Background: an optimization exercise with open tools, aiming at small area. Do not read the settings as production practice.
Function was checked by simulation only, so behaviour that the tests miss may differ from the original.

==> flow/design.v, too long to show whole: its modules and the start of the top module <==
// module fe_fa: 10 lines
// module fe_maj: 8 lines
// module fe_xnor: 7 lines
// module fe_or: 7 lines
// module fe_gpl: 9 lines
// module fe_and: 7 lines
// module fe_gp: 11 lines
// module fe_g: 8 lines
// module fe_ha: 9 lines
// module fe_speed: 492 lines
// module fe_ema_fast: 339 lines
// module fe_gt32: 43 lines
// module micro_doppler_classifier: 46 lines
// module fe_ema_snr: 546 lines
// module fe_ema_slow_g: 420 lines
// module fe_ema_fast_g: 408 lines
// module fe_ema_rcsdev: 600 lines
// module fe_gt5: 76 lines
// module feature_reporter: 50 lines
// module feature_ext_top: 150 lines
module feature_ext_top
#(
    parameter int REPORT_INTERVAL = 10,
    parameter int BASELINE_LEN    = 20       
) (
    input  logic                   clk,
    input  logic                   rst_n,
    input  logic signed [FP_W-1:0] vx,
    input  logic signed [FP_W-1:0] vy,
    input  logic signed [FP_W-1:0] nis_cv,
    input  logic                   imm_valid,
    input  logic signed [FP_W-1:0] rcs_amplitude,
    input  logic signed [FP_W-1:0] snr_db,
    input  logic signed [FP_W-1:0] doppler_spread_hz,
    input  logic signed [FP_W-1:0] micro_doppler_peak_hz,
    input  logic signed [FP_W-1:0] micro_doppler_period,
    input  logic                   rf_valid,
    output logic                   report_valid,
    output logic signed [FP_W-1:0] rpt_spd_avg,
    output logic signed [FP_W-1:0] rpt_spd_peak,
    output logic signed [FP_W-1:0] rpt_nis_avg,
    output logic signed [FP_W-1:0] rpt_nis_peak,
    output logic [MD_W-1:0]        rpt_md_type,
    output logic signed [FP_W-1:0] rpt_md_conf,
    output logic signed [FP_W-1:0] rpt_ecm_score,
    output logic                   rpt_ecm_detected,
    output logic                   ecm_noise_flag,
    output logic                   ecm_deception_flag
);
  // ...
==> flow/flow/run.sh <==
#!/bin/bash
# Layout flow: the standard flow (standard.sh, unchanged synthesis and steps),
# with the input/output port buffers made from the plain sky130 buffer
# (buf_1) instead of the delay buffer the resizer picks by default.
set -o pipefail
cp standard.sh standard.sh.txt
export BUFFER_PORTS_ARGS="-buffer_cell sky130_fd_sc_hd__buf_1"
bash standard.sh > standard.log 2>&1
status=$?
tail -40 standard.log
exit $status
==> flow/standard.sh <==
#!/bin/bash
# synth_recipe.tcl (not shown) runs the flow's synth.tcl, then flattens the netlist and writes it again
# the make line also repeats each setting of config.mk as NAME=value (left out here)
make -C /OpenROAD-flow-scripts/flow DESIGN_CONFIG=/design/flow/config.mk WORK_HOME=/design/flow/orfs CLKGATE_MAP_FILE= SYNTH_SCRIPT=/design/flow/synth_recipe.tcl "${@:-finish}"
==> flow/config.mk <==
export PLATFORM = sky130hd
export DESIGN_NAME = feature_ext_top
export DESIGN_NICKNAME = feature_ext_top
export VERILOG_FILES = /design/flow/design.v
export SDC_FILE = /design/flow/constraint.sdc
export NUM_CORES = 4
export LEC_CHECK = 0
export ABC_AREA = 0
export CAP_MARGIN = 20
export CORE_MARGIN = 2
export CORE_UTILIZATION = 60
export CTS_BUF_LIST = sky130_fd_sc_hd__clkbuf_8
export CTS_CLUSTER_DIAMETER = 60
export CTS_CLUSTER_SIZE = 12
export GPL_TIMING_DRIVEN = 0
export SLEW_MARGIN = 20
export SYNTH_HIERARCHICAL = 1
==> flow/constraint.sdc <==
create_clock -name core_clock -period 25.0 [get_ports {clk}]
set_input_delay 5.0000 -clock core_clock [delete_from_list [all_inputs] [get_ports {clk}]]
set_output_delay 5.0000 -clock core_clock [all_outputs]
set_load 0.01 [all_outputs]
==> flow_summary.json, run 1 <==
{
  "gr-usage-met1_pct": 37.8,
  "yosys.area.top_type_share_pct": 53.8,
  "grt_max_degree": 33,
  "synthAdderAreaFrac_pct": 63.5,
  "critPathArrivalTime_ns": 25.00,
  "cts_sinks": 345,
  "multi_input_area_share_pct": 74.2,
  "taps": 1287,
  "vias": 33700,
  "dp_slack_ns": -1.92,
  "drtIter0Drc": 1242,
  "layout_setup_ws_ns": 0.384,
  "rrSetupSlack_ns": 2.27,
  "post-cts-setup-buffers": 21,
  "setup-tns-final_ns": 0,
  "crit_type": "primary input to flip-flop",
  "die_area_sq_um": 102000,
  "io_pins": 459,
  "drv_slew": 0,
  "hp-class": "flip-flop to flip-flop",
  "area.sequential_sq_um": 9330,
  "fill_cells": 7503,
  "fin_crit_ns": 24.62,
  "ctsHoldBuffers": 0,
  "grt_pass1_vias": 39000,
  "place_inst": 6050,
  "yosysWarningCount": 9,
  "multi_input_gates": 3447,
  "synthXorXnorAreaFrac_pct": 3.96,
  "die_w_microns": 320,
  "fmax_mhz": 40.6,
  "inv_count": 449,
  "crit_cells": 58,
  "critPathMaxStageDelay_ns": 0.61,
  "wirelength_met1_microns": 55300,
  "non_clock_buffer_area_share_pct": 4.89,
  "status": "timing/DRC/antenna clean",
  "final_cell_mix": "fa_1 (1,518), inv_1 (452), buf_1 (385), ha_1 (292), xnor2_1 (222)"
}
==> run 2, diff against run 1 <==
--- a/flow/config.mk
+++ b/flow/config.mk
@@ -11,6 +11,6 @@
 export CORE_UTILIZATION = 60
-export CTS_BUF_LIST = sky130_fd_sc_hd__clkbuf_8
-export CTS_CLUSTER_DIAMETER = 60
-export CTS_CLUSTER_SIZE = 12
-export GPL_TIMING_DRIVEN = 0
+export CTS_BUF_LIST = sky130_fd_sc_hd__clkbuf_16
+export CTS_CLUSTER_DIAMETER = 100
+export CTS_CLUSTER_SIZE = 20
+export GPL_TIMING_DRIVEN = 1
 export SLEW_MARGIN = 20
==> flow_summary.json, run 2 <==
{
  "layout_setup_ws_ns": 0.436,
  "rows": 115,
  "drc": 0,
  "syn_avg_cell_area_sq_um": 14.0,
  "cts_tree": "yes",
  "layout_commonest_cell": "fa_1",
  "grt_max_degree": 61,
  "drv_cap": 0,
  "die_w_microns": 320,
  "worst_pin_slew_ns": 0.996,
  "yosys.area.top_type_share_pct": 53.8,
  "final_cell_mix": "fa_1 (1,567), inv_1 (454), buf_1 (399), ha_1 (293), buf_4 (290)",
  "antenna_found_initial": 5,
  "drv_slew": 0,
  "grt_pass1_vias": 39800,
  "cts_buffers": 28,
  "worstSetupEndpointType": "flip-flop",
  "drive_above_1_share_pct": 16.7,
  "dieHeight_microns": 320,
  "hold_violations": 0,
  "synthDistinctLibCells": 73,
  "dp_slack_ns": -0.987,
  "fmax_mhz": 40.7,
  "grt-ovfl-total": 0,
  "required_ns": 25.49,
  "dp_hpwl_microns": 122000,
  "critPathMaxFanout": 6,
  "crit_type": "primary input to flip-flop",
  "rrSetupSlack_ns": 2.36,
  "viasPerCell": 5.44,
  "clk-insertion-delay-late_ns": 0.60,
  "critPathLaunchType": "primary input",
  "wire_per_inst_microns": 21.8,
  "io_buffer_count": 403,
  "ys_ff_latch": 345,
  "drt-pass1-iter-count": 5,
  "gp_congestion": 0.934,
  "whs_ns": 0.460,
  "start_util_pct": 60.7,
  "cts.reportedPaths.clkPinSlew_ns": 0.09,
  "slew_headroom_pct": 33.6,
  "synth_area_leaders": "fa_1 (54%), dfrtp_1 (8.5%), edfxtp_1 (6.9%), ha_1 (6.2%), maj3_2 (3.6%)",
  "drtIter0Drc": 1475,
  "syn_to_final_growth_pct": 10.0,
  "io_pins": 459,
  "h-tree-depth": 1,
  "critPathArrivalTime_ns": 25.05,
  "die_area_sq_um": 102000,
  "post-synth-top-count-cell": "fa_1",
  "synth_commonest_cells": "fa_1 (1,610), inv_1 (448), ha_1 (295)",
  "syn_area_sq_um": 59900,
  "synth_edf_count": 137,
  "status": "timing/DRC/antenna clean",
  "synthArstFlopShare_pct": 60.3,
  "grt_pass1_wl_microns": 222000,
  "synth_ff_type": "dfrtp_1",
  "synth-seq-area-share_pct": 15.6,
  "syn_inst": 4295,
  "setup_viol": 0,
  "post-route-period-util_pct": 98.3,
  "place_inst": 6215,
  "fill_cells": 7560,
  "hp-class": "flip-flop to flip-flop",
  "yosysWarningCount": 9,
  "gr-usage-all-layers_pct": 28.5,
  "detail-route-antenna-nets": 0,
  "clockBufferDepth": 3,
  "finClkSkew_ns": 0.0259,
  "drt_wl_total_microns": 137000,
  "cts.root.buffer_cell": "clkbuf_16",
  "slowest_stage": "fa_2",
  "critPathMostFrequentCell": "fa_1",
  "fin_crit_ns": 24.56,
  "yosys.area.top_type": "fa_1",
  "critPathMaxStageDelay_ns": 0.57,
  "final_cell_count_no_fill": 6278,
  "cts_sinks": 345,
  "finalNetCount": 7132,
  "core_area_sq_um": 98700,
  "vias": 34100
}
-- run 2: cell counts after synthesis --
Identical to the previous run, type by type.
-- run 2: final cells by class --
type	instances	area, sq um	share of cell area [%]
Tap cell	1287	1610	2.44
Inverter	449	1690	2.56
Multi-Input combinational cell	3447	48600	73.7
Clock inverter	23	248	0.376
Antenna cell	2	5.00	0.00759
Sequential cell	345	9330	14.1
Timing Repair Buffer	696	3750	5.69
Clock buffer	29	726	1.10
-- run 2: worst paths after layout --
path	from	end	cells past startpoint
min in group asynchronous	rst_n	nis_peak[9]	1
min	md_code[2]	code_s[2]	0
min reg2reg	md_code[2]	code_s[2]	0
max	rcs_amplitude[3]	rcs_dev_avg[27]	58
max reg2reg	spd_cur[0]	spd_avg[31]	54
max in group asynchronous	rst_n	snr_base[26]	3
-- run 2: stage by stage --
step	area, sq um	setup TNS, ns	utilization, %
floorplan	60100	0	-
global placement	64600	-1.10	65.5
detailed placement	64600	-4.15	65.5
CTS	65700	0	66.5
global route	65900	-0.316	66.8
finish	65900	0	66.8
-- run 2: logic make-up (layout without fill, tap and decap cells) --
logic type / after synthesis / count (layout) / synth area share [%]
compound gates: 108 / 108 / 1.33
simple gates: 712 / 712 / 7.58
xor+xnor: 263 / 263 / 3.96
buf+inv: 557 / 1197 / 4.13
fa+ha+maj: 2096 / 2096 / 63.5
other cells: 1 / 57 / 0.00626
mux: 213 / 213 / 3.89
flops: 345 / 345 / 15.6
-- run 2: per-layer routing --
| layer | GRT usage [%] | part of all wire (%) | vias up | wire length (microns) |
|---|---|---|---|---|
| met5 | 0 | 0.0095 | - | 13 |
| met4 | 6.37 | 2.4 | 2 | 3310 |
| met3 | 5.32 | 6.1 | 131 | 8310 |
| met2 | 47.9 | 50 | 765 | 68500 |
| met1 | 39.1 | 41 | 18400 | 56500 |
| li1 | - | - | 14900 | - |
-- run 2: modules after synthesis, one instance, submodules excluded, excerpt --
| module | area (sq um) | cells | flops+latches | copies in the design |
|---|---|---|---|---|
| fe_or | 6.26 | 1 | 0 | 160 |
| feature_reporter | 743 | 97 | 0 | 1 |
| fe_ema_rcsdev | 1130 | 181 | 0 | 1 |
| fe_gp | 13.8 | 2 | 0 | 55 |
| fe_speed | 1750 | 206 | 0 | 1 |
| fe_maj | 11.3 | 1 | 0 | 191 |
| fe_gt32 | 145 | 33 | 0 | 2 |
| fe_ha | 12.5 | 1 | 0 | 277 |
| fe_xnor | 8.76 | 1 | 0 | 163 |
| fe_gt5 | 145 | 33 | 0 | 1 |
| feature_ext_top | 11400 | 575 | 345 | 1 |
| micro_doppler_classifier | 531 | 89 | 0 | 1 |
| fe_ema_fast | 194 | 51 | 0 | 2 |
| fe_fa | 20.0 | 1 | 0 | 1610 |
-- run 2: critical path, delay by kind of cell --
family,cells,cell delay [ns]
XOR/XNOR,3,0.75
buffers and inverters,2,0.30
AND/OR/NAND/NOR,3,0.46
adder cells (fa/ha/maj),44,17.20
multiplexers,2,0.50
AO/OA/AOI/OAI,4,0.78
-- run 2: repair_timing --
item                       in CTS  in global routing
cloned                          0                  0
setup endpoints to repair       1                 11
hold buffers                    0                  0
setup buffers                   0                  9
hold endpoints to repair        0                  0
pin swaps                       1                 35
gates resized for setup        19                 54
==> run 3, diff against run 2 <==
--- a/flow/config.mk
+++ b/flow/config.mk
@@ -14,3 +14,3 @@
 export CTS_CLUSTER_SIZE = 20
-export GPL_TIMING_DRIVEN = 1
+export GPL_TIMING_DRIVEN = 0
 export SLEW_MARGIN = 20
==> flow_summary.json, run 3 <==
{
  "critPathMostFrequentCell": "fa_2",
  "r2r_end": "spd_avg[31]",
  "cts_tree": "yes",
  "cts_buffers": 27,
  "critPathMaxFanout": 8,
  "reg2reg_from": "spd_cur[0]",
  "critPathMaxStageDelay_ns": 0.57,
  "detail-route-antenna-nets": 0,
  "yosys.area.top_type": "fa_1",
  "die_w_microns": 320,
  "gp_congestion": 0.934,
  "synthDistinctLibCells": 73,
  "synth_edf_count": 137,
  "syn_avg_cell_area_sq_um": 14.0,
  "fill_cells": 7515,
  "core_area_sq_um": 98700,
  "antenna_found_initial": 4,
  "cts.root.buffer_cell": "clkbuf_16",
  "r2r_cells": 53,
  "vias": 33600,
  "gr-usage-all-layers_pct": 28.1,
  "finalNetCount": 7039,
  "cpLargestDelayFamily": "adder cells",
  "io_buffer_count": 402,
  "worstSetupStartpoint": "snr_db[0]",
  "slew_headroom_pct": 18.8,
  "fmax_mhz": 40.6,
  "h-tree-depth": 1,
  "synth_commonest_cells": "fa_1 (1,610), inv_1 (448), ha_1 (295)",
  "setup_viol": 0,
  "synth_area_leaders": "fa_1 (54%), dfrtp_1 (8.5%), edfxtp_1 (6.9%), ha_1 (6.2%), maj3_2 (3.6%)",
  "cts.reportedPaths.clkPinSlew_ns": 0.08,
  "ctsHoldBuffers": 0,
  "synth-seq-area-share_pct": 15.6,
  "drv_slew": 0,
  "min_from": "md_code[0]",
  "viasPerCell": 5.44,
  "drt_wl_total_microns": 135000,
  "grt-ovfl-total": 0,
  "io_pins": 459,
  "yosysWarningCount": 9,
  "critPathArrivalTime_ns": 24.91,
  "die_area_sq_um": 102000,
  "post-route-period-util_pct": 98.5,
  "post-synth-top-count-cell": "fa_1",
  "worstSetupEndpointType": "flip-flop",
  "drv_cap": 0,
  "synthArstFlopShare_pct": 60.3,
  "crit_buf_inv": 2,
  "status": "timing/DRC/antenna clean",
  "hold_violations": 0,
  "slowest_stage": "fa_2",
  "yosys.area.top_type_share_pct": 53.8,
  "hold_path_depth": 0,
  "drt-pass1-iter-count": 5,
  "worst_pin_slew_ns": 1.22,
  "syn_area_sq_um": 59900,
  "grt_pass1_vias": 38900,
  "clockBufferDepth": 3,
  "finClkSkew_ns": 0.0205,
  "start_util_pct": 60.7,
  "drive_above_1_share_pct": 17.7,
  "layout_commonest_cell": "fa_1",
  "final_cell_mix": "fa_1 (1,506), inv_1 (452), buf_1 (385), ha_1 (287), xnor2_1 (222)",
  "crit_type": "primary input to flip-flop",
  "drc": 0,
  "rrSetupSlack_ns": 2.27,
  "syn_to_final_growth_pct": 9.96,
  "dp_hpwl_microns": 120000,
  "setup-tns-final_ns": 0,
  "dieHeight_microns": 320,
  "hp-class": "flip-flop to flip-flop",
  "rows": 115,
  "fin_crit_ns": 24.61,
  "wire_per_inst_microns": 21.9,
  "grt_pass1_wl_microns": 219000,
  "synth_ff_type": "dfrtp_1",
  "critPathLaunchType": "primary input",
  "drtIter0Drc": 1411,
  "cts_sinks": 345,
  "grt_max_degree": 33,
  "ys_ff_latch": 345,
  "clk-insertion-delay-late_ns": 0.63,
  "whs_endpoint": "code_s[0]",
  "syn_inst": 4295,
  "required_ns": 25.29,
  "rsz0062_at_grt": "yes"
}
run 3: metrics by stage:
| step | hold WS (ns) | setup slack, ns | area (sq um) | std cells | util (%) |
|---|---|---|---|---|---|
| after floorplan | 0.421 | 0.122 | 60100 | 4349 | - |
| after global placement | 0.425 | -1.76 | 63200 | 6038 | 64.1 |
| after detailed placement | 0.433 | -1.92 | 63500 | 6050 | 64.3 |
| after CTS | 0.452 | -0.0373 | 64900 | 6126 | 65.7 |
| after global routing | 0.465 | -0.154 | 65900 | 6183 | 66.8 |
| final | 0.449 | 0.386 | 65900 | 6183 | 66.8 |
run 3: worst reg2reg max path: cells and delay by family, from the launching register on:
kind,cells,cell delay [ns]
muxes,1,0.26
and+or+nand+nor,1,0.32
DFF,1,0.62
adders and majority gates,51,21.31
run 3: cell type report:
cell class                 instances  area (sq um)  share of cell area (%)
multi-input combinational       3447         49100                    74.6
sequential                       345          9330                    14.2
timing repair buffer             497          2450                    3.71
inverter                         449          1690                    2.56
tap                             1287          1610                    2.44
buffer                           107           802                    1.22
clock buffer                      27           676                    1.03
clock inverter                    23           210                   0.319
antenna                            1          2.50                 0.00380
run 3: worst max-delay path by stage:
stage	to	slack, ns	cells past startpoint
CTS	snr_gap_hi	-0.04	59
finish	snr_gap_hi	0.39	59
floorplan	snr_gap_hi	0.12	58
global placement	snr_gap_hi	-1.76	59
global route	spd_cur[31]	-0.15	67
detailed placement	snr_gap_hi	-1.92	59
run 3: kinds of logic (layout without fill, tap and decap cells):
logic type,after synthesis,count (layout),synth area share [%]
xor gates and xnor gates,263,263,3.96
buffers and inverters,557,1103,4.13
DFF,345,345,15.6
other,1,56,0.00626
and+or+nand+nor,712,712,7.58
adders and majority gates,2096,2096,63.5
muxes,213,213,3.89
AOI/OAI and AO/OA,108,108,1.33
run 3: per-module statistics from Yosys, one instance, submodules excluded, excerpt:
| module | times used | cells | flops+latches |
|---|---|---|---|
| fe_g | 5 | 1 | 0 |
| feature_ext_top | 1 | 575 | 345 |
| fe_fa | 1610 | 1 | 0 |
| fe_gpl | 61 | 2 | 0 |
| micro_doppler_classifier | 1 | 89 | 0 |
| fe_ema_fast | 2 | 51 | 0 |
| fe_ema_rcsdev | 1 | 181 | 0 |
run 3: metal layers:
metal / GRT usage, % / part of all wire (%)
met1: 38.0 / 40
met2: 46.8 / 50
met3: 6.68 / 6.9
met4: 6.27 / 2.8
met5: 0 / 0.021
run 3: timing repair:
action	4_1_cts	5_1_grt
cloned	1	0
buffers inserted	26	56
resized for setup	85	179
hold endpoints to repair	0	0
pin swaps	35	81
endpoints found under the setup margin	12	18

==> what the ideal ports hide <==
The flow's constraints put no driver on any port. The routed layouts listed below were extracted and timed again, unchanged, in two steps. Step 1 (the two cells are an assumption about what drives the block):
set clk [get_ports {clk}]
set_driving_cell -lib_cell sky130_fd_sc_hd__clkbuf_16 $clk
set_driving_cell -lib_cell sky130_fd_sc_hd__buf_2 [delete_from_list [all_inputs] $clk]
Step 2 also shifts input and output timing later by t, the mid clock arrival at the registers, as if the neighbouring blocks saw the same clock. Three values: ideal, step 1, step 2; two values: the first two.
| run | t (ns) | slack for setup (ns) | hold slack, ns | worst register clock-pin slew, ns |
|---|---|---|---|---|
| run 1 | 0.782 | 0.384 / 0.423 / -0.359 | 0.449 / 0.449 / 0.449 | 0.09 / 0.09 |
| run 2 | 0.655 | 0.436 / 0.479 / -0.176 | 0.460 / 0.460 / 0.460 | 0.09 / 0.09 |
| run 3 | 0.679 | 0.386 / 0.422 / -0.257 | 0.449 / 0.449 / 0.449 | 0.09 / 0.09 |
Met with ideal ports but missed after step 2: setup timing in every run listed. The setup slack of run 1, which loses most, moves by +0.039 ns with the drivers and by -0.743 ns with both steps.
